What follows belongs to an exercise in optimizing a design on an open flow for small area, a short achievable clock period and few clock cycles; a production flow would make more cautious choices. In this exercise RTL edits were held to simulation tests only and were not proved equivalent to the original. Power figures rest on the tool's default switching activity, not on a simulated workload.

--- flow/run.sh ---
#!/bin/bash
# Layout flow: the standard ORFS flow, except that the input and output
# ports are buffered with sky130_fd_sc_hd__buf_4 cells instead of the delay
# buffers that buffer_ports picks by default. Every tool's output goes to
# standard.log in the work folder.
set -euo pipefail
cp standard.sh standard_sh.txt
export BUFFER_PORTS_ARGS="-buffer_cell sky130_fd_sc_hd__buf_4"
bash standard.sh > standard.log 2>&1
--- standard.sh ---
#!/bin/bash
# synth_recipe.tcl (not shown) runs the flow's synth.tcl, then flattens the netlist and writes it again
# the make line also repeats each setting of config.mk as NAME=value (left out here)
make -C /OpenROAD-flow-scripts/flow DESIGN_CONFIG=/design/flow/config.mk WORK_HOME=/design/flow/orfs CLKGATE_MAP_FILE= SYNTH_SCRIPT=/design/flow/synth_recipe.tcl "${@:-finish}"
--- config.mk ---
export PLATFORM = sky130hd
export DESIGN_NAME = multichannel_oversample_averager
export DESIGN_NICKNAME = multichannel_oversample_averager
export VERILOG_FILES = /design/flow/design.v
export SDC_FILE = /design/flow/constraint.sdc
export NUM_CORES = 4
export LEC_CHECK = 0
export CAP_MARGIN = 20
export CORE_MARGIN = 2
export CORE_UTILIZATION = 40
export CTS_CLUSTER_DIAMETER = 100
export CTS_CLUSTER_SIZE = 30
export SETUP_SLACK_MARGIN = 5
export SLEW_MARGIN = 20
--- constraint.sdc ---
create_clock -name core_clock -period 9.0 [get_ports {clock}]
set_input_delay 1.8000 -clock core_clock [delete_from_list [all_inputs] [get_ports {clock}]]
set_output_delay 1.8000 -clock core_clock [all_outputs]
set_load 0.01 [all_outputs]
--- design.v ---
package moa_pkg;
   localparam int CHANNELS   = 16;
   localparam int OVERSAMPLE = 16;
   localparam int FULL_SCALE = 4095;
   localparam int UV_PER_MV  = 1000;
   localparam int FUNC_W     = 3;
   localparam int CH_W       = 4;
   localparam int ADC_W      = 12;
   localparam int MV_W       = 16;
   localparam int UV_W       = 26;
   localparam int AGE_W      = 17;
   localparam int ACC_W      = 20;
   localparam int SCAN_W     = 8;
   localparam int CSR_IDX_W  = 2;
   localparam int CSR_DATA_W = 16;
   localparam int PROD_W     = 28;    
   localparam int DIV_W      = 38;    
   localparam int CH_AW      = (CHANNELS > 1) ? $clog2(CHANNELS) : 1;
   localparam logic [FUNC_W-1:0] FUNC_SAMPLE  = 3'd0;
   localparam logic [FUNC_W-1:0] FUNC_ERROR   = 3'd1;
   localparam logic [FUNC_W-1:0] FUNC_TICK    = 3'd2;
   localparam logic [FUNC_W-1:0] FUNC_READ    = 3'd3;
   localparam logic [FUNC_W-1:0] FUNC_CONVERT = 3'd4;
   localparam logic [CSR_IDX_W-1:0] CSR_VREFINT_CAL  = 2'd0;
   localparam logic [CSR_IDX_W-1:0] CSR_NOMINAL_MV   = 2'd1;
   localparam logic [CSR_IDX_W-1:0] CSR_VREF_CHANNEL = 2'd2;
   localparam logic [MV_W-1:0]  NOMINAL_MV_RESET = 16'd3300;
   localparam logic [MV_W-1:0]  MV_MAX           = 16'hFFFF;
   localparam logic [UV_W-1:0]  UV_MAX           = 26'h3FF_FFFF;
   localparam logic [ADC_W-1:0] ADC_MAX          = 12'hFFF;
   localparam logic [AGE_W-1:0] AGE_MAX          = 17'h1_FFFF;
   typedef struct packed {
      logic [FUNC_W-1:0] func;
      logic [CH_W-1:0]   channel;
      logic [ADC_W-1:0]  value;
      logic              last_of_scan;
      logic [MV_W-1:0]   max_age_ms;
   } req_type;
   typedef struct packed {
      logic [ADC_W-1:0] avg_raw;
      logic [MV_W-1:0]  vdda_mv;
      logic [UV_W-1:0]  microvolts;
      logic             ready_res;
      logic             fresh;
   } rsp_type;
   typedef struct packed {
      logic [ADC_W-1:0] vrefint_cal;
      logic [MV_W-1:0]  nominal_vdda_mv;
      logic [CH_W-1:0]  vref_channel;
   } cfg_type;
endpackage
module moa_add #(
   parameter int W = 8
) (
   input  logic [W-1:0] a,
   input  logic [W-1:0] b,
   input  logic         ci,
   output logic [W-1:0] s
);
   localparam int L = (W > 1) ? $clog2(W) : 1;
   logic [W*(L+1)-1:0] g, p;
   genvar l, i;
   generate
      assign g[0] = (a[0] & b[0]) | ((a[0] ^ b[0]) & ci);
      assign p[0] = a[0] ^ b[0];
      for (i = 1; i < W; i++) begin : g_pg
         assign g[i] = a[i] & b[i];
         assign p[i] = a[i] ^ b[i];
      end
      for (l = 0; l < L; l++) begin : g_lvl
         for (i = 0; i < W; i++) begin : g_bit
            if (((i >> l) & 1) == 1) begin : g_op
               localparam int J = ((i >> (l + 1)) << (l + 1)) + (1 << l) - 1;
               assign g[(l+1)*W + i] = g[l*W + i] | (p[l*W + i] & g[l*W + J]);
               assign p[(l+1)*W + i] = p[l*W + i] & p[l*W + J];
            end else begin : g_pass
               assign g[(l+1)*W + i] = g[l*W + i];
               assign p[(l+1)*W + i] = p[l*W + i];
            end
         end
      end
      assign s[0] = p[0] ^ ci;
      for (i = 1; i < W; i++) begin : g_sum
         assign s[i] = p[i] ^ g[L*W + i - 1];
      end
   endgenerate
endmodule
module moa_csa #(
   parameter int W = 8
) (
   input  logic [W-1:0] a,
   input  logic [W-1:0] b,
   input  logic [W-1:0] c,
   output logic [W-1:0] s,
   output logic [W-1:0] cy
);
   assign s  = a ^ b ^ c;
   assign cy = (a & b) | (a & c) | (b & c);
endmodule
module multichannel_oversample_averager (
   input  logic        clock,
   input  logic        reset,
   input  logic        req_valid,
   output logic        req_ready,
   input  logic [35:0] req_data,
   output logic        rsp_valid,
   input  logic        rsp_ready,
   output logic [55:0] rsp_data,
   input  logic        csr_valid,
   output logic        csr_ready,
   input  logic [1:0]  csr_index,
   input  logic [15:0] csr_data
);
   localparam logic [2:0] V_IDLE = 3'd0;
   localparam logic [2:0] V_WAIT = 3'd1;
   localparam logic [2:0] V_MUL  = 3'd2;
   localparam logic [2:0] V_ADD  = 3'd3;
   localparam logic [2:0] V_LOAD = 3'd4;
   localparam logic [2:0] V_DIV  = 3'd5;
   localparam logic [2:0] V_FIN  = 3'd6;
   localparam logic [2:0] V_3X   = 3'd7;
   logic [11:0] cal_ff;
   logic [15:0] nom_ff;
   logic [3:0]  vref_ff, vref_in;
   assign csr_ready = 1'b1;
   wire csr_wr = csr_valid && (csr_index != 2'd3);
   always_comb begin
      vref_in = vref_ff;
      if (reset) begin
         vref_in = 4'd0;
      end else if (csr_valid && csr_index == 2'd2) begin
         vref_in = csr_data[3:0];
      end
   end
   always_ff @(posedge clock) begin
      vref_ff <= vref_in;
      if (reset) begin
         cal_ff <= 12'd0;
         nom_ff <= 16'd3300;
      end else if (csr_valid) begin
         if (csr_index == 2'd0) begin
            cal_ff <= csr_data[11:0];
         end
         if (csr_index == 2'd1) begin
            nom_ff <= csr_data;
         end
      end
   end
   logic        rdy_ff;
   logic        s1_v;
   logic [2:0]  s1_func;
   logic [15:0] s1_oh;
   logic [15:0] s1_aoh;
   logic [11:0] s1_val;
   logic        s1_last;
   logic        s1_rdy;
   logic        s1_fresh;
   logic [19:0] s1_rd;
   logic        s2_v;
   logic [15:0] s2_oh;
   logic [11:0] s2_val;
   logic [19:0] s2_rd;
   logic [19:0] sum_q [16];
   logic [15:0] sum_vld;
   logic [11:0] avg_q [16];
   logic [15:0] avg_ovf;
   logic [15:0] avg_vld;
   logic        swp1, swp2, swp3;
   logic [3:0]  scan_ff;
   logic [16:0] age_ff, age_in;
   logic        rflag_ff, rflag_in;
   logic        vdda_ok, vdda_ok_in;
   logic [2:0]  vstate;
   logic [2:0]  vcnt;
   logic [11:0] now_ff;
   logic [13:0] now3_ff;
   logic [11:0] rem_ff;
   logic [15:0] dq_ff;
   logic [17:0] v3_ff;
   logic        r1_v, r1_isrd, r1_rdy, r1_fresh;
   logic [11:0] r1_raw;
   logic        r2_v, r2_rdy, r2_fresh;
   logic [21:0] r2_sa, r2_sb;
   logic [11:0] r2_avg;
   logic        r3_v, r3_rdy, r3_fresh;
   logic [27:0] r3_x;
   logic [11:0] r3_avg;
   logic        r4_v, r4_rdy, r4_fresh;
   logic [37:0] r4_q;
   logic [11:0] r4_avg;
   logic        o_v, o_rdy, o_fresh;
   logic [25:0] o_uv;
   logic [11:0] o_avg;
   wire do_sample = s1_v && (s1_func == 3'd0);
   wire do_error  = s1_v && (s1_func == 3'd1);
   wire do_tick   = s1_v && (s1_func == 3'd2);
   wire trig      = do_sample && s1_last && (scan_ff == 4'd15);
   wire s1_isrd = (s1_func == 3'd3) || (s1_func == 3'd4);
   wire s1_read = (s1_func == 3'd3);
   wire adv_o = !o_v || rsp_ready;
   wire en_4  = !r4_v || !o_v || rsp_ready;
   wire en_3  = !r3_v || !r4_v || !o_v || rsp_ready;
   wire en_2  = !r2_v || !r3_v || !r4_v || !o_v || rsp_ready;
   wire en_1  = !r1_v || !r2_v || !r3_v || !r4_v || !o_v || rsp_ready;
   wire rd_go = s1_v && s1_isrd && vdda_ok && en_1;
   wire s1_go = s1_v && (!s1_isrd || (vdda_ok && en_1));
   assign req_ready = rdy_ff;
   always_ff @(posedge clock) begin
      if (reset) begin
         s1_v <= 1'b0;
      end else if (rdy_ff) begin
         s1_v <= req_valid;
      end else begin
         s1_v <= s1_v && !s1_go;
      end
   end
   wire [16:0] in_age   = {1'b0, req_data[15:0]};
   wire        age_lt   = (age_ff < in_age);
   wire        age_eq   = (age_ff == in_age);
   wire        age_inc  = do_tick && (age_ff != 17'h1FFFF);
   wire        in_fresh = rflag_in && (trig || age_lt || (age_eq && !age_inc));
   wire [15:0] in_oh   = 16'(1) << req_data[32:29];
   wire [15:0] vref_oh = 16'(1) << vref_in;
   always_ff @(posedge clock) begin
      if (rdy_ff) begin
         s1_func  <= req_data[35:33];
         s1_oh    <= in_oh;
         s1_val   <= req_data[28:17];
         s1_last  <= req_data[16];
         s1_rdy   <= rflag_in;
         s1_fresh <= in_fresh;
      end
   end
   always_ff @(posedge clock) begin
      if (!vdda_ok_in) begin
         s1_aoh <= vref_oh;
      end else if (rdy_ff) begin
         s1_aoh <= in_oh;
      end else begin
         s1_aoh <= s1_oh;
      end
   end
   logic [19:0] s2_sum;
   moa_add #(.W(20)) u_sum_add (.a(s2_rd), .b({8'd0, s2_val}), .ci(1'b0), .s(s2_sum));
   logic [19:0] mem_rd;
   always_comb begin
      mem_rd = 20'd0;
      for (int i = 0; i < 16; i++) begin
         mem_rd = mem_rd | ({20{s1_oh[i] && sum_vld[i]}} & sum_q[i]);
      end
   end
   wire   fwd   = s2_v && ((s2_oh & s1_oh) != 16'd0);
   assign s1_rd = fwd ? s2_sum : mem_rd;
   always_ff @(posedge clock) begin
      if (reset) begin
         s2_v <= 1'b0;
      end else begin
         s2_v <= do_sample;
      end
      s2_oh  <= s1_oh;
      s2_val <= s1_val;
      s2_rd  <= swp1 ? 20'd0 : s1_rd;
   end
   always_ff @(posedge clock) begin
      for (int i = 0; i < 16; i++) begin
         if (s2_v && s2_oh[i]) begin
            sum_q[i] <= s2_sum;
         end
      end
   end
   always_ff @(posedge clock) begin
      for (int i = 0; i < 16; i++) begin
         if (reset || swp1) begin
            sum_vld[i] <= 1'b0;
         end else if (s2_v && s2_oh[i]) begin
            sum_vld[i] <= 1'b1;
         end
      end
   end
   always_ff @(posedge clock) begin
      if (reset) begin
         scan_ff <= 4'd0;
         swp1    <= 1'b0;
         swp2    <= 1'b0;
         swp3    <= 1'b0;
      end else begin
         scan_ff <= scan_ff + 4'(do_sample && s1_last);
         swp1    <= trig;
         swp2    <= swp1;
         swp3    <= swp2;
      end
   end
   always_ff @(posedge clock) begin
      if (swp2) begin
         for (int i = 0; i < 16; i++) begin
            avg_q[i]   <= sum_q[i][15:4];
            avg_ovf[i] <= |sum_q[i][19:16];
         end
      end
   end
   always_ff @(posedge clock) begin
      for (int i = 0; i < 16; i++) begin
         if (reset) begin
            avg_vld[i] <= 1'b0;
         end else if (swp1) begin
            avg_vld[i] <= sum_vld[i] || (s2_v && s2_oh[i]);
         end
      end
   end
   logic [11:0] avg_sel;
   logic        avg_vsel, avg_osel;
   always_comb begin
      avg_sel  = 12'd0;
      avg_vsel = 1'b0;
      avg_osel = 1'b0;
      for (int i = 0; i < 16; i++) begin
         avg_sel  = avg_sel | ({12{s1_aoh[i]}} & avg_q[i]);
         avg_vsel = avg_vsel | (s1_aoh[i] && avg_vld[i]);
         avg_osel = avg_osel | (s1_aoh[i] && avg_ovf[i]);
      end
   end
   wire [11:0] avg_rd = avg_vsel ? (avg_osel ? 12'hFFF : avg_sel) : 12'd0;
   always_comb begin
      age_in   = age_ff;
      rflag_in = rflag_ff;
      if (trig) begin
         age_in   = 17'd0;
         rflag_in = 1'b1;
      end
      if (age_inc) begin
         age_in = age_ff + 17'd1;
      end
      if (do_error) begin
         rflag_in = 1'b0;
      end
   end
   always_ff @(posedge clock) begin
      if (reset) begin
         age_ff   <= 17'd0;
         rflag_ff <= 1'b0;
      end else begin
         age_ff   <= age_in;
         rflag_ff <= rflag_in;
      end
   end
   wire inval      = trig || csr_wr;
   wire pipe_empty = !r1_v && !r2_v && !r3_v && !r4_v && !o_v;
   logic [13:0] dv_t;
   logic [14:0] dv_d1, dv_d2, dv_d3;
   logic [11:0] rem_n;
   logic [1:0]  qd;
   assign dv_t = {rem_ff, dq_ff[15:14]};
   moa_add #(.W(15)) u_dv1 (.a({1'b0, dv_t}), .b(~{3'd0, now_ff}), .ci(1'b1), .s(dv_d1));
   moa_add #(.W(15)) u_dv2 (.a({1'b0, dv_t}), .b(~{2'd0, now_ff, 1'b0}), .ci(1'b1), .s(dv_d2));
   moa_add #(.W(15)) u_dv3 (.a({1'b0, dv_t}), .b(~{1'd0, now3_ff}), .ci(1'b1), .s(dv_d3));
   always_comb begin
      if (!dv_d3[14]) begin
         qd    = 2'd3;
         rem_n = dv_d3[11:0];
      end else if (!dv_d2[14]) begin
         qd    = 2'd2;
         rem_n = dv_d2[11:0];
      end else if (!dv_d1[14]) begin
         qd    = 2'd1;
         rem_n = dv_d1[11:0];
      end else begin
         qd    = 2'd0;
         rem_n = dv_t[11:0];
      end
   end
   logic       x3_nom;
   wire [15:0] x3_in = x3_nom ? nom_ff : dq_ff;
   logic [17:0] x3;
   moa_add #(.W(18)) u_x3 (.a({2'd0, x3_in}), .b({1'd0, x3_in, 1'b0}), .ci(1'b0), .s(x3));
   wire v_direct = (now_ff == 12'd0) || (cal_ff == 12'd0);
   wire v_sat    = (r3_x[27:16] >= now_ff);
   wire v_up     = ({rem_ff, 1'b0} >= {1'b0, now_ff});
   always_comb begin
      vdda_ok_in = vdda_ok;
      if (reset || inval) begin
         vdda_ok_in = 1'b0;
      end else if (vstate == V_3X) begin
         vdda_ok_in = 1'b1;
      end
   end
   always_ff @(posedge clock) begin
      vdda_ok <= vdda_ok_in;
      x3_nom  <= reset || inval || (vstate == V_WAIT && !pipe_empty);
      if (!vdda_ok) begin
         now_ff <= avg_rd;
      end
      if (reset || inval) begin
         vstate <= V_WAIT;
      end else begin
         case (vstate)
            V_WAIT: begin
               if (pipe_empty) begin
                  dq_ff  <= nom_ff;
                  v3_ff  <= x3;
                  vstate <= V_MUL;
               end
            end
            V_MUL: begin
               vstate <= V_ADD;
            end
            V_ADD: begin
               vstate <= V_LOAD;
            end
            V_LOAD: begin
               if (!swp1 && !swp2 && !swp3) begin
                  now3_ff <= {2'd0, now_ff} + {1'd0, now_ff, 1'b0};
                  if (v_direct) begin
                     vstate <= V_3X;
                  end else if (v_sat) begin
                     dq_ff  <= 16'hFFFF;
                     vstate <= V_3X;
                  end else begin
                     rem_ff <= r3_x[27:16];
                     dq_ff  <= r3_x[15:0];
                     vcnt   <= 3'd0;
                     vstate <= V_DIV;
                  end
               end
            end
            V_DIV: begin
               rem_ff <= rem_n;
               dq_ff  <= {dq_ff[13:0], qd};
               vcnt   <= vcnt + 3'd1;
               if (vcnt == 3'd7) begin
                  vstate <= V_FIN;
               end
            end
            V_FIN: begin
               dq_ff  <= (v_up && dq_ff != 16'hFFFF) ? dq_ff + 16'd1 : dq_ff;
               vstate <= V_3X;
            end
            V_3X: begin
               v3_ff  <= x3;
               vstate <= V_IDLE;
            end
            default: begin
            end
         endcase
      end
   end
   always_ff @(posedge clock) begin
      if (reset) begin
         r1_v <= 1'b0;
      end else if (en_1) begin
         r1_v <= rd_go;
      end
      if (en_1) begin
         r1_raw   <= !vdda_ok ? cal_ff : (s1_read ? avg_rd : s1_val);
         r1_isrd  <= s1_read;
         r1_rdy   <= s1_rdy;
         r1_fresh <= s1_fresh;
      end
   end
   function automatic logic [17:0] mul_row(input logic [1:0] d, input logic [15:0] v,
                                           input logic [17:0] v3);
      case (d)
         2'd1:    mul_row = {2'd0, v};
         2'd2:    mul_row = {1'd0, v, 1'b0};
         2'd3:    mul_row = v3;
         default: mul_row = 18'd0;
      endcase
   endfunction
   logic [21:0] sl [2];
   genvar k;
   generate
      for (k = 0; k < 2; k++) begin : g_slice
         wire [21:0] row0 = {4'd0, mul_row(r1_raw[6*k+1 -: 2], dq_ff, v3_ff)};
         wire [21:0] row1 = {2'd0, mul_row(r1_raw[6*k+3 -: 2], dq_ff, v3_ff), 2'd0};
         wire [21:0] row2 = {mul_row(r1_raw[6*k+5 -: 2], dq_ff, v3_ff), 4'd0};
         wire [21:0] s_a, c_a;
         moa_csa #(.W(22)) u_c0 (.a(row0), .b(row1), .c(row2), .s(s_a), .cy(c_a));
         moa_add #(.W(22)) u_a (.a(s_a), .b({c_a[20:0], 1'b0}), .ci(1'b0), .s(sl[k]));
      end
   endgenerate
   always_ff @(posedge clock) begin
      if (reset) begin
         r2_v <= 1'b0;
      end else if (en_2) begin
         r2_v <= r1_v;
      end
      if (en_2) begin
         r2_sa    <= sl[0];
         r2_sb    <= sl[1];
         r2_avg   <= r1_isrd ? r1_raw : 12'd0;
         r2_rdy   <= r1_rdy;
         r2_fresh <= r1_fresh;
      end
   end
   logic [27:0] x_w;
   moa_add #(.W(28)) u_xa (.a({6'd0, r2_sa}), .b({r2_sb, 4'd0, r2_v, 1'b0}), .ci(1'b0), .s(x_w));
   always_ff @(posedge clock) begin
      if (reset) begin
         r3_v <= 1'b0;
      end else if (en_3) begin
         r3_v <= r2_v;
      end
      if (en_3) begin
         r3_x     <= x_w;
         r3_avg   <= r2_avg;
         r3_rdy   <= r2_rdy;
         r3_fresh <= r2_fresh;
      end
   end
   wire [37:0] x38 = {10'd0, r3_x};
   wire [37:0] q_s, q_c, q_w;
   moa_csa #(.W(38)) u_q (.a({r3_x, 10'd51}), .b(~(x38 << 5)), .c(x38 << 3),
                          .s(q_s), .cy(q_c));
   moa_add #(.W(38)) u_qa (.a(q_s), .b({q_c[36:0], 1'b0}), .ci(1'b0), .s(q_w));
   always_ff @(posedge clock) begin
      if (reset) begin
         r4_v <= 1'b0;
      end else if (en_4) begin
         r4_v <= r3_v;
      end
      if (en_4) begin
         r4_q     <= q_w;
         r4_avg   <= r3_avg;
         r4_rdy   <= r3_rdy;
         r4_fresh <= r3_fresh;
      end
   end
   wire [37:0] u_s, u_c, u_w;
   moa_csa #(.W(38)) u_u (.a(r4_q), .b({12'd0, r4_q[37:12]}), .c({24'd0, r4_q[37:24]}),
                          .s(u_s), .cy(u_c));
   moa_add #(.W(38)) u_ua (.a(u_s), .b({u_c[36:0], 1'b0}), .ci(1'b0), .s(u_w));
   always_ff @(posedge clock) begin
      if (reset) begin
         o_v <= 1'b0;
      end else if (adv_o) begin
         o_v <= r4_v;
      end
      if (adv_o) begin
         o_uv    <= u_w[37:12];
         o_avg   <= r4_avg;
         o_rdy   <= r4_rdy;
         o_fresh <= r4_fresh;
      end
   end
   assign rsp_valid = o_v;
   assign rsp_data  = {o_avg, dq_ff, o_uv, o_rdy, o_fresh};
   wire r1_v_n  = en_1 ? rd_go : r1_v;
   wire r2_v_n  = en_2 ? r1_v : r2_v;
   wire r3_v_n  = en_3 ? r2_v : r3_v;
   wire r4_v_n  = en_4 ? r3_v : r4_v;
   wire o_v_n   = adv_o ? r4_v : o_v;
   wire full_n  = r1_v_n && r2_v_n && r3_v_n && r4_v_n && o_v_n;
   wire in_rd   = (req_data[35:33] == 3'd3) || (req_data[35:33] == 3'd4);
   wire s1_rd_n = rdy_ff ? (req_valid && in_rd) : (s1_v && s1_isrd && !s1_go);
   always_ff @(posedge clock) begin
      if (reset) begin
         rdy_ff <= 1'b1;
      end else begin
         rdy_ff <= !(s1_rd_n && !(vdda_ok_in && !full_n));
      end
   end
endmodule
==> flow_metrics.env, run 1 <==
export IMPL_dieArea_um2=124500
export IMPL_clockBufferDepth=3
export IMPL_avgSynthCellArea_um2=12.73
export IMPL_numClockSinks=1007
export IMPL_ys_types=95
export IMPL_clkTransAtPathRegs_ps=110
export IMPL_pwr_share_comb=0.262
export IMPL_yosysMostFrequentCell="edfxtp_1"
export IMPL_async_reset_ff_frac=0
export IMPL_slowest_stage="edfxtp_1"
export IMPL_clock_latency_ps=700
export IMPL_switching_share=0.3043
export IMPL_setup_violations_final=0
export IMPL_tns_ps=0
export IMPL_cts_buffers=42
export IMPL_drt_initial_drc_count=3863
export IMPL_cts_tree="yes"
export IMPL_worst_path_max_fanout=11
export IMPL_peakVddDrop_mv=0.2250
export IMPL_cp_start_kind="flop"
export IMPL_core_area_um2=120300
export IMPL_worstPathArrival_ps=4400
export IMPL_die_h_um=352.8
export IMPL_hold_depth=0
export IMPL_synth_commonest_cells="edfxtp_1, ha_1, inv_1"
export IMPL_syn2layout_area_growth_pct=10.60
export IMPL_crit_required_ps=9420
export IMPL_via_per_inst=5.727
export IMPL_cp_common_cell="fa_1"
export IMPL_crit_family="adder cells"
export IMPL_setup_ws_ps=5027
export IMPL_grt_pass1_wl_mm=206.6
export IMPL_fmax_mhz=251.7
export IMPL_start_util=0.4045
export IMPL_cp_depth=15
export IMPL_drive_above_1_share=0.1307
export IMPL_crit_buf_inv=3
export IMPL_synth_top_cell_area_share=0.5091
export IMPL_p_leak_uw=0.02032
export IMPL_p_per_area_nw_per_um2=205.4
export IMPL_drt_pass1_iterations=6
export IMPL_worstHoldPathType="flop to flop"
export IMPL_fillCellCount=10910
export IMPL_synth_edff_count=825
export IMPL_dp_slack_ps=3935
export IMPL_fin_skew_ps=56.76
export IMPL_synthesis_nets=4235
export IMPL_switchingPower_uw=3365
export IMPL_synth_largest_area_cell="edfxtp_1"
export IMPL_sequentialPowerShare=0.514
export IMPL_synth_area_um2=48660
export IMPL_max_cap_violations=0
export IMPL_finalHoldViolations=0
export IMPL_timing_rr_end="r2_sb[17]"
export IMPL_grt_overflow=0
export IMPL_reg2reg_depth=15
export IMPL_critPathMaxStageDelay_ps=500
export IMPL_ys_ff_latch=1007
export IMPL_antenna_found_initial=6
export IMPL_vias=32060
export IMPL_die_w_um=352.8
export IMPL_worstSetupPathType="flop to flop"
export IMPL_fin_hold_ws_ps=388.1
export IMPL_nets=4363
export IMPL_ctsHoldBuffers=0
export IMPL_clockPowerShare=0.224
export IMPL_r2r_start="r1_raw[7]"
export IMPL_dpl_instance_area_um2=51450
export IMPL_htreeDepth=2
export IMPL_grt_max_degree=82
export IMPL_synth_area_leaders="edfxtp_1, dfxtp_1, ha_1, fa_1, a22oi_1"
export IMPL_track_usage=0.2235
export IMPL_r2r_slack_ps=5030
export IMPL_total_power_uw=11060
export IMPL_power_internal_uw=7692
export IMPL_endpoint="r2_sb[17]"
export IMPL_cp_startpoint="r1_raw[7]"
export IMPL_insertedDiodeCount=0
export IMPL_yosysSeqAreaShare=0.5840
export IMPL_status="finished clean"
export IMPL_ys_warn_count=6
export IMPL_wirelength_mm=143.0
export IMPL_cp_cell_sequence="buf_4, nor2b_4, buf_12, a22oi_1, fa_1, inv_1, ha_1, a21o_1, a21oi_2, nand2b_4, o311ai_2, and3_1, or2_2, fa_1, xor2_1"
export IMPL_gp_congestion=0.8897
export IMPL_fin_crit_sh=0.4415
export IMPL_netlist_instances=3824
export IMPL_cts_root_buf="clkbuf_16"
export IMPL_tightestPinTransition_ps=1127
export IMPL_port_buffers=116
export IMPL_dp_hpwl_mm=94.02
export IMPL_core_rowCount=127
export IMPL_grt_pass1_vias=30490
export IMPL_post_drt_wl_per_cell_um=25.54
export IMPL_ioPinCount=118
export IMPL_fin_area_um2=53820
export IMPL_period_minus_slack_ps=3973
export IMPL_rsz0062_at_grt="yes"
export IMPL_maxSlewHeadroom=0.2416
export IMPL_crit_path_end_kind="flop"
export IMPL_drv_slew=0
export IMPL_drtAntennaViolNets=0
export IMPL_synth_main_ff_cell="edfxtp_1"
export IMPL_drcViolationCount=0
per-layer routing:
metal  vias to the layer above  wire [um]  GRT usage
li1                      14540          -          -
met1                     15960      58870     0.3016
met2                      1332      68770     0.3736
met3                       220      11280    0.03499
met4                         6       4013    0.06248
met5                         -         34          0
what timing repair did:
item | 4_1_cts | 5_1_grt
cloned | 0 | 1
pin swaps | 0 | 19
hold endpoints to repair | 0 | 0
buffers inserted | 57 | 18
setup endpoints to repair | 27 | 28
resized for setup | 17 | 41
power groups by stage:
stage / clock, uW / combinational (uW) / sequential, uW
3_5_place_dp: 0 / 2810 / 5810
6_report: 2480 / 2890 / 5680
4_1_cts: 2530 / 2890 / 5690
3_3_place_gp: 0 / 2760 / 5810
2_1_floorplan: 0 / 2090 / 5700
5_1_grt: 2670 / 3270 / 5710
worst min-delay path by stage:
stage          slack, ps      start        end
6_report             390  s1_val[1]  s2_val[1]
5_1_grt              410  s1_oh[11]  s2_oh[11]
4_1_cts              390  s1_val[1]  s2_val[1]
3_5_place_dp         360  s1_val[1]  s2_val[1]
3_3_place_gp         350  s1_val[1]  s2_val[1]
2_1_floorplan        350  s1_val[0]  s2_val[0]
worst reg2reg max path, cell delays in order (launching register included):
cell and delay (ps):
edfxtp_1 500, buf_4 190, nor2b_4 130, buf_12 160
a22oi_1 240, fa_1 460, inv_1 70, ha_1 260
a21o_1 210, a21oi_2 150, nand2b_4 140, o311ai_2 130
and3_1 190, or2_2 290, fa_1 430, xor2_1 160
flip-flops by register name, indices dropped and copies added (netlist names), 14 cells and up:
name and flops:
nom_ff 16, s1_aoh 16, o_uv 26, s2_rd 20
now3_ff 14, sum_vld 16, dq_ff 16, age_ff 17
r2_sa 22, r2_sb 22, r3_x 28, s2_oh 16
avg_ovf 16, sum_q 320, avg_vld 16, avg_q 192
s1_oh 16, r4_q 35, v3_ff 18
per-stage QoR:
step / std cells / utilization
global route: 5598 / 0.4474
floorplan: 3824 / -
global placement: 5443 / 0.4277
detailed placement: 5443 / 0.4277
finish: 5598 / 0.4474
CTS: 5578 / 0.4439
cell usage in the layout, fill, tap and decap left out, drive strengths merged, types with 32 or more instances in the layout:
master / count
nor2: 235
dfxtp: 182
mux2i: 48
o21ai: 96
nand2: 161
o21a: 50
mux2: 82
nand3: 103
xnor2: 89
fa: 91
ha: 261
and3: 56
a22o: 95
edfxtp: 825
a21o: 49
clkbuf: 64
and2: 54
nor2b: 52
buf: 258
a21oi: 141
a211oi: 32
nand4: 38
a22oi: 217
nor3: 74
inv: 253
xor2: 72
a221oi: 65
cells by family (layout without fill, tap and decap cells):
logic type | after synthesis | after routing | share of synthesized area
adders and majority gates | 352 | 352 | 0.1045
muxes | 130 | 130 | 0.02885
other | 1 | 1 | 0.00007706
buffers and inverters | 429 | 591 | 0.03368
xor gates and xnor gates | 161 | 161 | 0.02898
DFF | 1007 | 1007 | 0.5840
and+or+nand+nor | 880 | 880 | 0.09074
AOI/OAI and AO/OA | 864 | 864 | 0.1292
layout make-up:
class / count / area (um^2) / area share
Sequential cell: 1007 / 28420 / 0.5281
Multi-Input combinational cell: 2388 / 18950 / 0.3521
Timing Repair Buffer: 259 / 2101 / 0.03903
Tap cell: 1612 / 2017 / 0.03748
Clock buffer: 63 / 1130 / 0.02099
Inverter: 254 / 962.2 / 0.01788
Clock inverter: 15 / 236.5 / 0.004394
Testbench counts, summed over its fixed seeds: cycles 8,021.
==> inputs of run 2 (changes only) <==
==> flow/run.sh (replaced) <==
#!/bin/bash
set -euo pipefail
cp standard.sh standard_sh.txt
sed -e 's/SETUP_SLACK_MARGIN=[0-9.]*/SETUP_SLACK_MARGIN=5.5/' standard.sh > standard_m.sh
grep -q 'SETUP_SLACK_MARGIN=5.5' standard_m.sh
export BUFFER_PORTS_ARGS="-buffer_cell sky130_fd_sc_hd__buf_4"
bash standard_m.sh > standard.log 2>&1
--- a/config.mk
+++ b/config.mk
@@ -8,7 +8,5 @@
 export CAP_MARGIN = 20
 export CORE_MARGIN = 2
 export CORE_UTILIZATION = 40
-export CTS_CLUSTER_DIAMETER = 100
-export CTS_CLUSTER_SIZE = 30
 export SETUP_SLACK_MARGIN = 5
 export SLEW_MARGIN = 20
==> flow_metrics.env, run 2 <==
export IMPL_status="finished clean"
export IMPL_fin_hold_ws_ps=398.1
export IMPL_drt_initial_drc_count=3967
export IMPL_synthesis_nets=4235
export IMPL_async_reset_ff_frac=0
export IMPL_via_per_inst=5.698
export IMPL_clkTransAtPathRegs_ps=70
export IMPL_ctsHoldBuffers=0
export IMPL_period_minus_slack_ps=3715
export IMPL_fin_skew_ps=63.04
export IMPL_synth_area_um2=48660
export IMPL_drv_slew=0
export IMPL_clockBufferDepth=3
export IMPL_nets=4510
export IMPL_grt_pass1_vias=31780
export IMPL_worstPathArrival_ps=4150
export IMPL_top_regs="sum_q x320, avg_q x192, r4_q x35"
export IMPL_drtAntennaViolNets=0
export IMPL_finalHoldViolations=0
export IMPL_ys_types=95
export IMPL_p_per_area_nw_per_um2=234.9
export IMPL_synth_area_leaders="edfxtp_1, dfxtp_1, ha_1, fa_1, a22oi_1"
export IMPL_die_w_um=352.8
export IMPL_synth_largest_area_cell="edfxtp_1"
export IMPL_cp_start_kind="flop"
export IMPL_start_util=0.4045
export IMPL_drive_above_1_share=0.1836
export IMPL_drt_pass1_iterations=7
export IMPL_yosysSeqAreaShare=0.5840
export IMPL_dp_hpwl_mm=92.82
export IMPL_core_rowCount=127
export IMPL_core_area_um2=120300
export IMPL_maxSlewHeadroom=0.2797
export IMPL_crit_required_ps=9430
export IMPL_tightestPinTransition_ps=1066
export IMPL_yosysMostFrequentCell="edfxtp_1"
export IMPL_worstHoldPathType="flop to flop"
export IMPL_cts_tree="yes"
export IMPL_crit_path_end_kind="flop"
export IMPL_cts_root_buf="clkbuf_16"
export IMPL_grt_max_degree=73
export IMPL_ys_warn_count=6
export IMPL_drcViolationCount=0
export IMPL_clock_latency_ps=740
export IMPL_fin_area_um2=57220
export IMPL_synth_main_ff_cell="edfxtp_1"
export IMPL_synth_top_cell_area_share=0.5091
export IMPL_syn2layout_area_growth_pct=17.58
export IMPL_synth_edff_count=825
export IMPL_wirelength_mm=145.7
export IMPL_reg2reg_depth=14
export IMPL_port_buffers=116
export IMPL_hold_depth=0
export IMPL_fin_cells=5803
export IMPL_setup_violations_final=0
export IMPL_final_common_cell="edfxtp_1"
export IMPL_ys_ff_latch=1007
export IMPL_avgSynthCellArea_um2=12.73
export IMPL_dieArea_um2=124500
export IMPL_p_leak_uw=0.02198
export IMPL_grt_overflow=0
export IMPL_track_usage=0.2288
export IMPL_worst_path_max_fanout=5
export IMPL_grt_pass1_wl_mm=210.8
export IMPL_worstSetupPathType="flop to flop"
export IMPL_top_register="sum_q"
export IMPL_numClockSinks=1007
export IMPL_cts_buffers=103
export IMPL_place_inst=5437
export IMPL_ioPinCount=118
export IMPL_dpl_instance_area_um2=51540
export IMPL_synth_commonest_cells="edfxtp_1, ha_1, inv_1"
export IMPL_fin_crit_sh=0.4128
export IMPL_rsz0062_at_grt="yes"
export IMPL_htreeDepth=3
export IMPL_netlist_instances=3824
export IMPL_gp_congestion=0.8988
export IMPL_largest_register_ffs=320
export IMPL_max_cap_violations=0
export IMPL_antenna_found_initial=4
export IMPL_post_drt_wl_per_cell_um=25.11
export IMPL_peakVddDrop_mv=0.3247
export IMPL_fmax_mhz=269.2
export IMPL_final_cell_mix="edfxtp_1, buf_4, ha_1"
export IMPL_vias=33070
export IMPL_tns_ps=0
export IMPL_die_h_um=352.8
-- run 2: stage by stage --
stage	power (uW)	util	worst slack (ps)
2_1_floorplan	7798	-	5274
3_3_place_gp	8571	0.4285	4261
3_5_place_dp	8613	0.4285	4170
4_1_cts	13220	0.4697	5335
5_1_grt	14050	0.4757	5109
6_report	13440	0.4757	5285
-- run 2: report_power, final --
| group | internal (uW) | total [uW] | switching [uW] |
|---|---|---|---|
| Combinational | 1520 | 3270 | 1750 |
| Sequential | 5440 | 5680 | 241 |
| Clock | 2630 | 4500 | 1870 |
-- run 2: layout make-up --
cell class              count  area [um^2]
fillers                 10600        63070
clock buffers             151         2947
repair buffers            345         2786
multi-input cells        2388        19430
clock inverters            44        631.9
flip-flops and latches   1007        28430
diodes                      2        5.005
well taps                1612         2017
inverters                 254        973.4
-- run 2: kinds of logic (layout without fill, tap and decap cells) --
family                   Yosys count  in the layout  share of synthesized area
flip-flops                      1007           1007                     0.5840
AND/OR/NAND/NOR                  880            880                    0.09074
AO/OA/AOI/OAI                    864            864                     0.1292
buffers and inverters            429            794                    0.03368
adder cells (fa/ha/maj)          352            352                     0.1045
XOR/XNOR                         161            161                    0.02898
multiplexers                     130            130                    0.02885
other                              1              3                 0.00007706
-- run 2: worst paths after layout --
path         slack (ps)  startpoint        end
max                5290  r1_raw[11]  r2_sb[17]
min                 400   s1_oh[14]  s2_oh[14]
max reg2reg        5290  r1_raw[11]  r2_sb[17]
min reg2reg         400   s1_oh[14]  s2_oh[14]
-- run 2: repair_timing --
item | in CTS | in global routing
pin swaps | 30 | 38
endpoints found under the setup margin | 205 | 125
cloned | 0 | 1
resized for setup | 70 | 63
buffers inserted | 126 | 42
-- run 2: worst max-delay path: stages (launching register included) --
cell,delay (ps)
edfxtp_1,500
buf_6,180
mux2_2,340
a22oi_2,150
fa_1,410
inv_1,60
ha_1,260
a21o_1,210
a21oi_2,150
nand2b_4,160
o311ai_4,100
and3_1,180
or2_4,230
fa_2,330
xor2_1,150
-- run 2: per-layer routing --
metal  vias up  wire length, um  GRT usage
met2      1535            67590     0.3699
met5         -               28          0
met3       368            12060    0.04439
met1     16240            59390     0.3030
li1      14920                -          -
met4         4             6641    0.09145
==> inputs of run 3 (changes only) <==
--- a/design.v
+++ b/design.v
@@ -97,6 +97,41 @@
    assign s  = a ^ b ^ c;
    assign cy = (a & b) | (a & c) | (b & c);
 endmodule
+module moa_add_ks #(
+   parameter int W = 8
+) (
+   input  logic [W-1:0] a,
+   input  logic [W-1:0] b,
+   input  logic         ci,
+   output logic [W-1:0] s
+);
+   localparam int L = (W > 1) ? $clog2(W) : 1;
+   logic [W*(L+1)-1:0] g, p;
+   genvar l, i;
+   generate
+      assign g[0] = (a[0] & b[0]) | ((a[0] ^ b[0]) & ci);
+      assign p[0] = a[0] ^ b[0];
+      for (i = 1; i < W; i++) begin : g_pg
+         assign g[i] = a[i] & b[i];
+         assign p[i] = a[i] ^ b[i];
+      end
+      for (l = 0; l < L; l++) begin : g_lvl
+         for (i = 0; i < W; i++) begin : g_bit
+            if (i >= (1 << l)) begin : g_op
+               assign g[(l+1)*W + i] = g[l*W + i] | (p[l*W + i] & g[l*W + i - (1 << l)]);
+               assign p[(l+1)*W + i] = p[l*W + i] & p[l*W + i - (1 << l)];
+            end else begin : g_pass
+               assign g[(l+1)*W + i] = g[l*W + i];
+               assign p[(l+1)*W + i] = p[l*W + i];
+            end
+         end
+      end
+      assign s[0] = p[0] ^ ci;
+      for (i = 1; i < W; i++) begin : g_sum
+         assign s[i] = p[i] ^ g[L*W + i - 1];
+      end
+   endgenerate
+endmodule
 module multichannel_oversample_averager (
    input  logic        clock,
    input  logic        reset,
@@ -149,7 +184,7 @@
    logic        rdy_ff;
    logic        s1_v;
    logic [2:0]  s1_func;
-   logic [15:0] s1_oh;
+   logic [3:0]  s1_ch;
    logic [15:0] s1_aoh;
    logic [11:0] s1_val;
    logic        s1_last;
@@ -157,7 +192,7 @@
    logic        s1_fresh;
    logic [19:0] s1_rd;
    logic        s2_v;
-   logic [15:0] s2_oh;
+   logic [3:0]  s2_ch;
    logic [11:0] s2_val;
    logic [19:0] s2_rd;
    logic [19:0] sum_q [16];
@@ -176,6 +211,8 @@
    logic [13:0] now3_ff;
    logic [11:0] rem_ff;
    logic [15:0] dq_ff;
+   logic [1:0]  dq_top;
+   logic [15:0] vo_ff;
    logic [17:0] v3_ff;
    logic        r1_v, r1_isrd, r1_rdy, r1_fresh;
    logic [11:0] r1_raw;
@@ -224,7 +261,7 @@
    always_ff @(posedge clock) begin
       if (rdy_ff) begin
          s1_func  <= req_data[35:33];
-         s1_oh    <= in_oh;
+         s1_ch    <= req_data[32:29];
          s1_val   <= req_data[28:17];
          s1_last  <= req_data[16];
          s1_rdy   <= rflag_in;
@@ -237,19 +274,13 @@
       end else if (rdy_ff) begin
          s1_aoh <= in_oh;
       end else begin
-         s1_aoh <= s1_oh;
+         s1_aoh <= 16'(1) << s1_ch;
       end
    end
    logic [19:0] s2_sum;
    moa_add #(.W(20)) u_sum_add (.a(s2_rd), .b({8'd0, s2_val}), .ci(1'b0), .s(s2_sum));
-   logic [19:0] mem_rd;
-   always_comb begin
-      mem_rd = 20'd0;
-      for (int i = 0; i < 16; i++) begin
-         mem_rd = mem_rd | ({20{s1_oh[i] && sum_vld[i]}} & sum_q[i]);
-      end
-   end
-   wire   fwd   = s2_v && ((s2_oh & s1_oh) != 16'd0);
+   wire [19:0] mem_rd = sum_vld[s1_ch] ? sum_q[s1_ch] : 20'd0;
+   wire        fwd    = s2_v && (s2_ch == s1_ch);
    assign s1_rd = fwd ? s2_sum : mem_rd;
    always_ff @(posedge clock) begin
       if (reset) begin
@@ -257,13 +288,13 @@
       end else begin
          s2_v <= do_sample;
       end
-      s2_oh  <= s1_oh;
+      s2_ch  <= s1_ch;
       s2_val <= s1_val;
       s2_rd  <= swp1 ? 20'd0 : s1_rd;
    end
    always_ff @(posedge clock) begin
       for (int i = 0; i < 16; i++) begin
-         if (s2_v && s2_oh[i]) begin
+         if (s2_v && (s2_ch == 4'(i))) begin
             sum_q[i] <= s2_sum;
          end
       end
@@ -272,7 +303,7 @@
       for (int i = 0; i < 16; i++) begin
          if (reset || swp1) begin
             sum_vld[i] <= 1'b0;
-         end else if (s2_v && s2_oh[i]) begin
+         end else if (s2_v && (s2_ch == 4'(i))) begin
             sum_vld[i] <= 1'b1;
          end
       end
@@ -303,7 +334,7 @@
          if (reset) begin
             avg_vld[i] <= 1'b0;
          end else if (swp1) begin
-            avg_vld[i] <= sum_vld[i] || (s2_v && s2_oh[i]);
+            avg_vld[i] <= sum_vld[i] || (s2_v && (s2_ch == 4'(i)));
          end
       end
    end
@@ -349,7 +380,7 @@
    logic [14:0] dv_d1, dv_d2, dv_d3;
    logic [11:0] rem_n;
    logic [1:0]  qd;
-   assign dv_t = {rem_ff, dq_ff[15:14]};
+   assign dv_t = {rem_ff, dq_top};
    moa_add #(.W(15)) u_dv1 (.a({1'b0, dv_t}), .b(~{3'd0, now_ff}), .ci(1'b1), .s(dv_d1));
    moa_add #(.W(15)) u_dv2 (.a({1'b0, dv_t}), .b(~{2'd0, now_ff, 1'b0}), .ci(1'b1), .s(dv_d2));
    moa_add #(.W(15)) u_dv3 (.a({1'b0, dv_t}), .b(~{1'd0, now3_ff}), .ci(1'b1), .s(dv_d3));
@@ -417,6 +448,7 @@
                   end else begin
                      rem_ff <= r3_x[27:16];
                      dq_ff  <= r3_x[15:0];
+                     dq_top <= r3_x[15:14];
                      vcnt   <= 3'd0;
                      vstate <= V_DIV;
                   end
@@ -425,6 +457,7 @@
             V_DIV: begin
                rem_ff <= rem_n;
                dq_ff  <= {dq_ff[13:0], qd};
+               dq_top <= dq_ff[13:12];
                vcnt   <= vcnt + 3'd1;
                if (vcnt == 3'd7) begin
                   vstate <= V_FIN;
@@ -436,6 +469,7 @@
             end
             V_3X: begin
                v3_ff  <= x3;
+               vo_ff  <= dq_ff;
                vstate <= V_IDLE;
             end
             default: begin
@@ -510,7 +544,7 @@
    wire [37:0] q_s, q_c, q_w;
    moa_csa #(.W(38)) u_q (.a({r3_x, 10'd51}), .b(~(x38 << 5)), .c(x38 << 3),
                           .s(q_s), .cy(q_c));
-   moa_add #(.W(38)) u_qa (.a(q_s), .b({q_c[36:0], 1'b0}), .ci(1'b0), .s(q_w));
+   moa_add_ks #(.W(38)) u_qa (.a(q_s), .b({q_c[36:0], 1'b0}), .ci(1'b0), .s(q_w));
    always_ff @(posedge clock) begin
       if (reset) begin
          r4_v <= 1'b0;
@@ -527,7 +561,7 @@
    wire [37:0] u_s, u_c, u_w;
    moa_csa #(.W(38)) u_u (.a(r4_q), .b({12'd0, r4_q[37:12]}), .c({24'd0, r4_q[37:24]}),
                           .s(u_s), .cy(u_c));
-   moa_add #(.W(38)) u_ua (.a(u_s), .b({u_c[36:0], 1'b0}), .ci(1'b0), .s(u_w));
+   moa_add_ks #(.W(38)) u_ua (.a(u_s), .b({u_c[36:0], 1'b0}), .ci(1'b0), .s(u_w));
    always_ff @(posedge clock) begin
       if (reset) begin
          o_v <= 1'b0;
@@ -542,7 +576,7 @@
       end
    end
    assign rsp_valid = o_v;
-   assign rsp_data  = {o_avg, dq_ff, o_uv, o_rdy, o_fresh};
+   assign rsp_data  = {o_avg, vo_ff, o_uv, o_rdy, o_fresh};
    wire r1_v_n  = en_1 ? rd_go : r1_v;
    wire r2_v_n  = en_2 ? r1_v : r2_v;
    wire r3_v_n  = en_3 ? r2_v : r3_v;
--- a/config.mk
+++ b/config.mk
@@ -8,5 +8,7 @@
 export CAP_MARGIN = 20
 export CORE_MARGIN = 2
 export CORE_UTILIZATION = 40
+export CTS_CLUSTER_DIAMETER = 80
+export CTS_CLUSTER_SIZE = 30
 export SETUP_SLACK_MARGIN = 5
 export SLEW_MARGIN = 20
==> flow_metrics.env, run 3 <==
export IMPL_core_rowCount=128
export IMPL_slowest_stage="fa_1"
export IMPL_grt_overflow=0
export IMPL_synth_area_leaders="edfxtp_1, ha_1, dfxtp_1, fa_1, a22oi_1"
export IMPL_synth_top_cell_area_share=0.5204
export IMPL_yosysSeqAreaShare=0.5835
export IMPL_cts_root_buf="clkbuf_16"
export IMPL_fin_crit_sh=0.4097
export IMPL_netlist_instances=3849
export IMPL_worstPathArrival_ps=4120
export IMPL_max_cap_violations=0
export IMPL_setup_ws_ps=5313
export IMPL_via_per_inst=5.732
export IMPL_drv_slew=0
export IMPL_drive_above_1_share=0.1785
export IMPL_synth_main_ff_cell="edfxtp_1"
export IMPL_cp_common_cell="buf_4"
export IMPL_yosysMostFrequentCell="edfxtp_1"
export IMPL_gp_congestion=0.8721
export IMPL_p_leak_uw=0.02069
export IMPL_crit_required_ps=9440
export IMPL_switchingPower_uw=3924
export IMPL_endpoint="r2_sa[17]"
export IMPL_drcViolationCount=0
export IMPL_synth_top_family_by_area="compound AO/OA/AOI/OAI gates"
export IMPL_muxShareOfSynthArea=0.03656
export IMPL_cts_buffers=52
export IMPL_cp_startpoint="r1_raw[1]"
export IMPL_synthesis_nets=4255
export IMPL_nets=4482
export IMPL_post_drt_wl_per_cell_um=25.06
export IMPL_cp_start_kind="flop"
export IMPL_status="finished clean"
export IMPL_reg2reg_depth=14
export IMPL_cp_cell_sequence="buf_4, nor2b_4, buf_4, buf_4, a22oi_1, fa_1, inv_1, ha_1, or2_2, a21oi_1, a21oi_4, a21o_1, fa_2, xor2_1"
export IMPL_crit_path_end_kind="flop"
export IMPL_htreeDepth=2
export IMPL_numClockSinks=1001
export IMPL_fillCellCount=10840
export IMPL_critPathMaxStageDelay_ps=500
export IMPL_final_common_cell="edfxtp_1"
export IMPL_clock_latency_ps=760
export IMPL_ioPinCount=118
export IMPL_rsz0062_at_grt="yes"
export IMPL_port_buffers=116
export IMPL_fin_skew_ps=87.23
export IMPL_worstSetupPathType="flop to flop"
export IMPL_power_internal_uw=8386
export IMPL_clockPowerShare=0.242
export IMPL_largest_register_ffs=320
export IMPL_dp_slack_ps=4206
export IMPL_ys_types=90
export IMPL_antenna_found_initial=12
export IMPL_worst_path_max_fanout=6
export IMPL_top_register="sum_q"
export IMPL_peakVddDrop_mv=0.2295
export IMPL_dp_hpwl_mm=94.57
export IMPL_clkTransAtPathRegs_ps=110
export IMPL_syn2layout_area_growth_pct=14.76
export IMPL_die_w_um=353.5
export IMPL_timing_rr_end="r2_sa[17]"
export IMPL_p_per_area_nw_per_um2=219.5
export IMPL_fmax_mhz=271.2
export IMPL_worstHoldPathType="flop to flop"
export IMPL_r2r_start="r1_raw[1]"
export IMPL_async_reset_ff_frac=0
export IMPL_synth_xor_area_frac=0.03100
export IMPL_final_cell_mix="edfxtp_1, buf_4, nor2_1"
export IMPL_cts_tree="yes"
export IMPL_r2r_slack_ps=5310
export IMPL_core_area_um2=121600
export IMPL_synthAdderAreaFrac=0.1022
export IMPL_period_minus_slack_ps=3687
export IMPL_tns_ps=0
export IMPL_clockBufferDepth=3
export IMPL_vias=32950
export IMPL_avgSynthCellArea_um2=12.70
export IMPL_ctsHoldBuffers=0
export IMPL_top_regs="sum_q x320, avg_q x192, r4_q x35"
export IMPL_synth_edff_count=847
export IMPL_synthSimpleGateAreaFrac=0.08479
export IMPL_start_util=0.4021
export IMPL_finalHoldViolations=0
export IMPL_dieArea_um2=125000
export IMPL_wirelength_mm=144.0
export IMPL_fin_area_um2=56090
export IMPL_drt_initial_drc_count=3550
export IMPL_synth_largest_area_cell="edfxtp_1"
export IMPL_sequentialPowerShare=0.461
export IMPL_switching_share=0.3188
export IMPL_grt_pass1_wl_mm=207.8
export IMPL_ys_ff_latch=1001
export IMPL_drt_pass1_iterations=8
export IMPL_synth_compound_area_share=0.1293
export IMPL_setup_violations_final=0
export IMPL_die_h_um=353.5
export IMPL_synth_commonest_cells="edfxtp_1, nor2_1, ha_1"
export IMPL_grt_pass1_vias=31310
export IMPL_tightestPinTransition_ps=1073
export IMPL_pwr_share_comb=0.297
export IMPL_synth_area_um2=48870
export IMPL_ys_warn_count=6
export IMPL_track_usage=0.2237
export IMPL_dpl_instance_area_um2=52030
export IMPL_grt_max_degree=172
export IMPL_maxSlewHeadroom=0.2832
export IMPL_drtAntennaViolNets=0
run 3: cell types whose count changed in the layout (fill, tap and decap cells not counted), moves of 24 or more:
cell | previous run | this run
nor2_1 | 231 | 262
a21oi_1 | 125 | 171
dfxtp_1 | 178 | 150
nand2_1 | 155 | 179
nor3_1 | 71 | 32
clkbuf_16 | 106 | 52
nand3_1 | 100 | 69
mux2_2 | 78 | 102
run 3: repair_timing:
item	in CTS	in global routing
setup endpoints to repair	235	204
gates resized for setup	72	71
pin swaps	31	58
gates cloned	3	0
buffers inserted	106	53
hold endpoints to repair	0	0
run 3: worst min-delay path by stage:
stage,startpoint,end,slack (ps),cells past startpoint
after floorplan,s1_ch[0],s2_ch[0],350,0
after detailed placement,r4_avg[2],o_avg[2],400,0
after CTS,sum_q[13][8],avg_q[13][4],400,0
after global placement,r2_fresh,r3_fresh,400,0
final,sum_q[10][7],avg_q[10][3],410,0
after global routing,sum_q[13][8],avg_q[13][4],420,0
run 3: metrics by stage:
step           hold WS, ps  utilization  instances  total power (uW)
2_1_floorplan        346.2            -       3849              8045
4_1_cts              401.8       0.4541       5689             12010
3_5_place_dp         404.5       0.4280       5484              8913
3_3_place_gp         403.6       0.4279       5484              8871
5_1_grt              416.0       0.4613       5743             12950
6_report             409.7       0.4614       5748             12310
run 3: worst max-delay path: cells and delay by family, from the launching register on:
kind            cells  cell delay [ps]
compound gates      4              610
fa+ha+maj           3             1130
simple gates        2              570
xor+xnor            1              150
buf+inv             4              490
flops               1              470
run 3: final cells by class:
| cell class | count | area, um^2 | area share |
|---|---|---|---|
| clock buffer | 65 | 1350 | 0.02407 |
| inverter | 239 | 908.4 | 0.01620 |
| clock inverter | 31 | 595.6 | 0.01062 |
| sequential | 1001 | 28530 | 0.5087 |
| tap | 1625 | 2033 | 0.03625 |
| antenna | 5 | 12.51 | 0.0002231 |
| multi-input combinational | 2433 | 19800 | 0.3529 |
| timing repair buffer | 349 | 2861 | 0.05102 |
run 3: power by group through the flow:
stage,Clock (uW),Sequential [uW],Combinational (uW)
after detailed placement,0,5830,3080
after global routing,3180,5700,4060
after floorplan,0,5690,2360
after CTS,3020,5700,3290
after global placement,0,5830,3040
final,2980,5680,3650
run 3: metal layers:
metal  global-route usage  share of wire
met5                    0        0.00049
met2               0.3577           0.46
met3              0.03840          0.091
met1               0.3145           0.42
met4              0.06085          0.029
run 3: cell families after synthesis:
kind of cell	Yosys count
compound gates	897
xor+xnor	173
fa+ha+maj	347
buf+inv	416
flops	1001
mux	159
other cells	1
simple gates	855
Testbench counts of run 3, summed over its fixed seeds: cycles 8,021.
==> inputs of run 4 (changes only) <==
--- a/config.mk
+++ b/config.mk
@@ -7,7 +7,7 @@
 export LEC_CHECK = 0
 export CAP_MARGIN = 20
 export CORE_MARGIN = 2
-export CORE_UTILIZATION = 40
+export CORE_UTILIZATION = 55
 export CTS_CLUSTER_DIAMETER = 80
 export CTS_CLUSTER_SIZE = 30
 export SETUP_SLACK_MARGIN = 5
==> flow_metrics.env, run 4 <==
export IMPL_muxShareOfSynthArea=0.03656
export IMPL_synth_area_leaders="edfxtp_1, ha_1, dfxtp_1, fa_1, a22oi_1"
export IMPL_synth_largest_area_cell="edfxtp_1"
export IMPL_yosysMostFrequentCell="edfxtp_1"
export IMPL_async_reset_ff_frac=0
export IMPL_wirelength_mm=148.1
export IMPL_dp_hpwl_mm=96.53
export IMPL_fin_crit_sh=0.4293
export IMPL_vias=33690
export IMPL_synth_area_um2=48870
export IMPL_crit_family="compound AO/OA/AOI/OAI gates"
export IMPL_synth_compound_area_share=0.1293
export IMPL_nets=4491
export IMPL_port_buffers=116
export IMPL_synth_edff_count=847
export IMPL_setup_violations_final=0
export IMPL_via_per_inst=6.368
export IMPL_clock_latency_ps=680
export IMPL_synth_main_ff_cell="edfxtp_1"
export IMPL_final_cell_mix="edfxtp_1, buf_4, nor2_1"
export IMPL_drcViolationCount=0
export IMPL_drtAntennaViolNets=0
export IMPL_core_rowCount=109
export IMPL_core_area_um2=88240
export IMPL_fin_skew_ps=52.17
export IMPL_critPathMaxStageDelay_ps=580
export IMPL_maxSlewHeadroom=0.2271
export IMPL_numClockSinks=1001
export IMPL_synth_top_family_by_area="compound AO/OA/AOI/OAI gates"
export IMPL_insertedDiodeCount=0
export IMPL_status="finished clean"
export IMPL_slowest_stage="fa_1"
export IMPL_cts_buffers=49
export IMPL_track_usage=0.3224
export IMPL_clockPowerShare=0.227
export IMPL_die_w_um=302.1
export IMPL_p_leak_uw=0.02064
export IMPL_synthesis_nets=4255
export IMPL_crit_buf_inv=3
export IMPL_top_regs="sum_q x320, avg_q x192, r4_q x35"
export IMPL_rsz0062_at_grt="yes"
export IMPL_grt_pass1_vias=33210
export IMPL_yosysSeqAreaShare=0.5835
export IMPL_tightestPinTransition_ps=1157
export IMPL_period_minus_slack_ps=3864
export IMPL_clkTransAtPathRegs_ps=100
export IMPL_crit_path_end_kind="flop"
export IMPL_gp_congestion=0.9286
export IMPL_power_internal_uw=8299
export IMPL_netlist_instances=3849
export IMPL_cp_common_cell="o21ai_2"
export IMPL_drive_above_1_share=0.1816
export IMPL_top_register="sum_q"
export IMPL_drt_pass1_iterations=6
export IMPL_start_util=0.5539
export IMPL_max_cap_violations=0
export IMPL_die_h_um=302.1
export IMPL_syn2layout_area_growth_pct=13.45
export IMPL_ys_types=90
export IMPL_ioPinCount=118
export IMPL_tns_ps=0
export IMPL_cts_root_buf="clkbuf_16"
export IMPL_synthSimpleGateAreaFrac=0.08479
export IMPL_final_common_cell="edfxtp_1"
export IMPL_pwr_share_comb=0.306
export IMPL_r2r_start="r1_raw[2]"
export IMPL_p_per_area_nw_per_um2=219.1
export IMPL_timing_rr_end="r2_sa[21]"
export IMPL_cp_depth=16
export IMPL_grt_max_degree=79
export IMPL_worstHoldPathType="flop to flop"
export IMPL_grt_pass1_wl_mm=215.3
export IMPL_fmax_mhz=258.8
export IMPL_worstSetupPathType="flop to flop"
export IMPL_ctsHoldBuffers=0
export IMPL_grt_overflow=0
export IMPL_finalHoldViolations=0
export IMPL_cp_startpoint="r1_raw[2]"
export IMPL_reg2reg_depth=16
export IMPL_drt_initial_drc_count=3431
export IMPL_drv_slew=0
export IMPL_switching_share=0.3170
export IMPL_fillCellCount=6794
export IMPL_sequentialPowerShare=0.467
export IMPL_cp_start_kind="flop"
export IMPL_dieArea_um2=91260
export IMPL_r2r_slack_ps=5140
export IMPL_antenna_found_initial=1
export IMPL_avgSynthCellArea_um2=12.70
export IMPL_ys_ff_latch=1001
export IMPL_cp_cell_sequence="buf_12, nor2b_4, buf_6, a22oi_2, fa_1, inv_1, ha_1, o21a_1, o21ai_2, o31ai_4, o21ai_2, a21oi_2, a31oi_2, o31ai_2, a21oi_1, xor2_1"
export IMPL_total_power_uw=12150
export IMPL_peakVddDrop_mv=0.2667
export IMPL_htreeDepth=2
export IMPL_worstPathArrival_ps=4270
export IMPL_cts_tree="yes"
export IMPL_crit_required_ps=9410
export IMPL_synthAdderAreaFrac=0.1022
export IMPL_synth_xor_area_frac=0.03100
export IMPL_synth_commonest_cells="edfxtp_1, nor2_1, ha_1"
export IMPL_clockBufferDepth=3
export IMPL_post_drt_wl_per_cell_um=28.00
export IMPL_largest_register_ffs=320
export IMPL_switchingPower_uw=3852
export IMPL_synth_top_cell_area_share=0.5204
export IMPL_ys_warn_count=6
export IMPL_worst_path_max_fanout=5
export IMPL_endpoint="r2_sa[21]"
## run 4: worst min-delay path by stage
stage / startpoint / end / slack (ps) / cells after the start
6_report: r4_avg[9] / o_avg[9] / 430 / 0
5_1_grt: r2_sa[0] / r3_x[0] / 430 / 0
4_1_cts: r2_sa[0] / r3_x[0] / 430 / 0
3_5_place_dp: r2_avg[0] / r3_avg[0] / 400 / 0
3_3_place_gp: r4_avg[11] / o_avg[11] / 400 / 0
2_1_floorplan: s1_ch[0] / s2_ch[0] / 350 / 0
## run 4: per-layer routing
metal	up-vias	routed length, um	GRT usage
li1	14920	-	-
met1	16930	56810	0.4156
met2	1486	73470	0.5556
met3	349	10800	0.04223
met4	0	7064	0.1249
met5	-	0	0
## run 4: timing repair
action	4_1_cts	5_1_grt
setup buffers	117	48
endpoints found under the hold margin	0	0
resized for setup	88	82
pin swaps	36	51
setup endpoints to repair	255	237
cloned	4	0
## run 4: layout make-up
cell class | instances | area (um^2) | share of cell area
Sequential cell | 1001 | 28530 | 0.5145
Multi-Input combinational cell | 2433 | 19880 | 0.3585
Timing Repair Buffer | 361 | 2977 | 0.05368
Tap cell | 1165 | 1458 | 0.02629
Clock buffer | 64 | 1282 | 0.02313
Inverter | 239 | 908.4 | 0.01638
Clock inverter | 27 | 415.4 | 0.007492
## run 4: logic make-up after synthesis
group           Yosys count
mux                     159
simple gates            855
compound gates          897
fa+ha+maj               347
xor+xnor                173
flops                  1001
other cells               1
buf+inv                 416
## run 4: power by group through the flow
| stage | clock [uW] | sequential, uW | combinational, uW |
|---|---|---|---|
| global placement | 0 | 5820 | 3080 |
| finish | 2760 | 5670 | 3720 |
| floorplan | 0 | 5690 | 2360 |
| CTS | 2810 | 5680 | 3410 |
| global route | 2960 | 5690 | 4100 |
| detailed placement | 0 | 5820 | 3160 |
## run 4: per-stage QoR
step / utilization / hold WS [ps] / cell area (um^2) / worst slack, ps / instances
after floorplan: - / 346.2 / 49310 / 5426 / 3849
after global placement: 0.5825 / 400.2 / 51400 / 4188 / 5028
after detailed placement: 0.5831 / 404.5 / 51450 / 4120 / 5030
after CTS: 0.6191 / 429.2 / 54630 / 5250 / 5242
after global routing: 0.6284 / 433.9 / 55450 / 4986 / 5290
final: 0.6284 / 425.3 / 55450 / 5136 / 5290
==> inputs of run 5 (changes only) <==
--- a/config.mk
+++ b/config.mk
@@ -7,8 +7,9 @@
 export LEC_CHECK = 0
 export CAP_MARGIN = 20
 export CORE_MARGIN = 2
-export CORE_UTILIZATION = 55
+export CORE_UTILIZATION = 40
 export CTS_CLUSTER_DIAMETER = 80
 export CTS_CLUSTER_SIZE = 30
 export SETUP_SLACK_MARGIN = 5
 export SLEW_MARGIN = 20
+export TNS_END_PERCENT = 10
==> flow_metrics.env, run 5 <==
export IMPL_fin_hold_ws_ps=373.5
export IMPL_grt_pass1_wl_mm=210.4
export IMPL_synth_main_ff_cell="edfxtp_1"
export IMPL_wirelength_mm=145.2
export IMPL_clockBufferDepth=3
export IMPL_dp_slack_ps=3771
export IMPL_final_common_cell="edfxtp_1"
export IMPL_holdPathEnd="s2_val[7]"
export IMPL_fin_crit_sh=0.4209
export IMPL_core_rowCount=128
export IMPL_numClockSinks=1001
export IMPL_synth_commonest_cells="edfxtp_1, nor2_1, ha_1"
export IMPL_maxSlewHeadroom=0.2225
export IMPL_die_w_um=353.5
export IMPL_slowest_stage="nor2_2"
export IMPL_gp_congestion=0.8918
export IMPL_crit_buf_inv=1
export IMPL_crit_path_end_kind="flop"
export IMPL_clock_latency_ps=750
export IMPL_r2r_slack_ps=5210
export IMPL_core_area_um2=121600
export IMPL_switchingPower_uw=3817
export IMPL_setup_violations_final=0
export IMPL_ys_types=90
export IMPL_cts_buffers=51
export IMPL_reg2reg_depth=8
export IMPL_peakVddDrop_mv=0.2385
export IMPL_grt_pass1_vias=31590
export IMPL_drt_pass1_iterations=6
export IMPL_dieArea_um2=125000
export IMPL_synth_largest_area_cell="edfxtp_1"
export IMPL_max_cap_violations=0
export IMPL_rsz0062_at_grt="yes"
export IMPL_yosysMostFrequentCell="edfxtp_1"
export IMPL_dp_hpwl_mm=94.97
export IMPL_port_buffers=116
export IMPL_timing_rr_end="r1_raw[3]"
export IMPL_avgSynthCellArea_um2=12.70
export IMPL_fillCellCount=10850
export IMPL_cp_cell_sequence="buf_4, a22o_1, a221oi_1, nand3_1, nor2_2, a41oi_1, mux2i_1, a21oi_1"
export IMPL_fin_skew_ps=100.2
export IMPL_synthesis_nets=4255
export IMPL_top_register="sum_q"
export IMPL_syn2layout_area_growth_pct=13.60
export IMPL_p_leak_uw=0.02049
export IMPL_critPathMaxStageDelay_ps=910
export IMPL_worstHoldStart="s1_val[7]"
export IMPL_drcViolationCount=0
export IMPL_tns_ps=0
export IMPL_synth_area_leaders="edfxtp_1, ha_1, dfxtp_1, fa_1, a22oi_1"
export IMPL_drt_initial_drc_count=3877
export IMPL_drtAntennaViolNets=0
export IMPL_drv_slew=0
export IMPL_cts_root_buf="clkbuf_16"
export IMPL_hold_depth=0
export IMPL_power_internal_uw=8153
export IMPL_largest_register_ffs=320
export IMPL_tightestPinTransition_ps=1165
export IMPL_die_h_um=353.5
export IMPL_utilization=0.4567
export IMPL_cts_tree="yes"
export IMPL_drive_above_1_share=0.1679
export IMPL_final_cell_mix="edfxtp_1, buf_4, nor2_1"
export IMPL_post_drt_wl_per_cell_um=25.41
export IMPL_htreeDepth=2
export IMPL_top_regs="sum_q x320, avg_q x192, r4_q x35"
export IMPL_crit_family="compound AO/OA/AOI/OAI gates"
export IMPL_r2r_start="s1_aoh[1]"
export IMPL_status="finished clean"
export IMPL_synth_area_um2=48870
export IMPL_antenna_found_initial=13
export IMPL_setup_ws_ps=5212
export IMPL_netlist_instances=3849
export IMPL_vias=32800
export IMPL_worstSetupPathType="flop to flop"
export IMPL_worstHoldPathType="flop to flop"
export IMPL_finalHoldViolations=0
export IMPL_nets=4448
export IMPL_clkTransAtPathRegs_ps=110
export IMPL_clockPowerShare=0.240
export IMPL_worstPathArrival_ps=4120
export IMPL_via_per_inst=5.741
export IMPL_fmax_mhz=264.0
export IMPL_yosysSeqAreaShare=0.5835
export IMPL_pwr_share_comb=0.284
export IMPL_grt_overflow=0
export IMPL_ys_ff_latch=1001
export IMPL_crit_required_ps=9330
export IMPL_grt_max_degree=175
export IMPL_period_minus_slack_ps=3788
export IMPL_switching_share=0.3189
export IMPL_async_reset_ff_frac=0
export IMPL_p_per_area_nw_per_um2=215.6
export IMPL_start_util=0.4021
export IMPL_cp_start_kind="flop"
export IMPL_synth_edff_count=847
export IMPL_sequentialPowerShare=0.475
export IMPL_synth_top_cell_area_share=0.5204
export IMPL_ys_warn_count=6
export IMPL_track_usage=0.2261
export IMPL_ioPinCount=118
export IMPL_worst_path_max_fanout=14
## run 5: cell counts after synthesis
Identical to the previous run, type by type.
## run 5: worst register-to-register path: stages (launching register included)
cell and delay, ps:
dfxtp_1 310, buf_4 240, a22o_1 280, a221oi_1 240, nand3_1 140, nor2_2 910
a41oi_1 650, mux2i_1 450, a21oi_1 210
## run 5: worst max path at each step
stage	startpoint	depth (start not counted)	slack, ps	endpoint
global placement	r1_raw[9]	14	3890	r2_sb[21]
CTS	dq_ff[3]	13	5280	v3_ff[16]
detailed placement	r1_raw[9]	14	3770	r2_sb[21]
finish	s1_aoh[1]	8	5210	r1_raw[3]
global route	dq_ff[4]	18	5180	r2_sb[21]
floorplan	dq_ff[4]	16	5180	r2_sa[21]
## run 5: timing repair
item / 4_1_cts / 5_1_grt
hold buffers: 0 / 0
gates cloned: 4 / 0
setup buffers: 95 / 30
setup endpoints to repair: 315 / 240
gates resized for setup: 81 / 64
pin swaps: 35 / 35
## run 5: power groups by stage
| stage | Combinational, uW | Clock, uW | Sequential [uW] |
|---|---|---|---|
| 2_1_floorplan | 2340 | 0 | 5690 |
| 6_report | 3400 | 2880 | 5690 |
| 4_1_cts | 3190 | 2930 | 5700 |
| 5_1_grt | 3810 | 3080 | 5710 |
| 3_5_place_dp | 3070 | 0 | 5830 |
| 3_3_place_gp | 3020 | 0 | 5830 |
## run 5: kinds of logic after synthesis
group | count (synthesis) | share of synthesized area
other cells | 1 | 0.00007673
buf+inv | 416 | 0.03257
flops | 1001 | 0.5835
simple gates | 855 | 0.08479
compound gates | 897 | 0.1293
fa+ha+maj | 347 | 0.1022
xor+xnor | 173 | 0.03100
mux | 159 | 0.03656
## run 5: metal layers
metal  GRT usage  vias to the layer above  routed length, um
met2      0.3588                     1559              65950
met1      0.3142                    16130              60600
met3     0.04325                      270              13780
met5           0                        -                 63
met4     0.06970                       10               4799
li1            -                    14830                  -
## run 5: final cells by class
class | instances | area, um^2 | area share
Tap cell | 1625 | 2033 | 0.03662
Inverter | 239 | 900.9 | 0.01623
Multi-Input combinational cell | 2432 | 19630 | 0.3536
Timing Repair Buffer | 317 | 2576 | 0.04640
Clock buffer | 63 | 1321 | 0.02380
Clock inverter | 33 | 521.8 | 0.009398
Sequential cell | 1001 | 28530 | 0.5138
Antenna cell | 3 | 7.507 | 0.0001352
## run 5: stage by stage
step	instances	cell area (um^2)	power, uW
2_1_floorplan	3849	48910	8028
3_3_place_gp	5485	51840	8851
3_5_place_dp	5485	51850	8895
4_1_cts	5680	54900	11810
5_1_grt	5710	55510	12610
6_report	5713	55520	11970

Re-timed with assumed drivers on the ports (clkbuf_16 on the clock, buf_2 on other inputs), run 5 has 5.212 ns of setup slack against 5.212 ns with ideal ports, and 4.727 ns once port delays also move by the mid clock arrival of 0.770 ns.
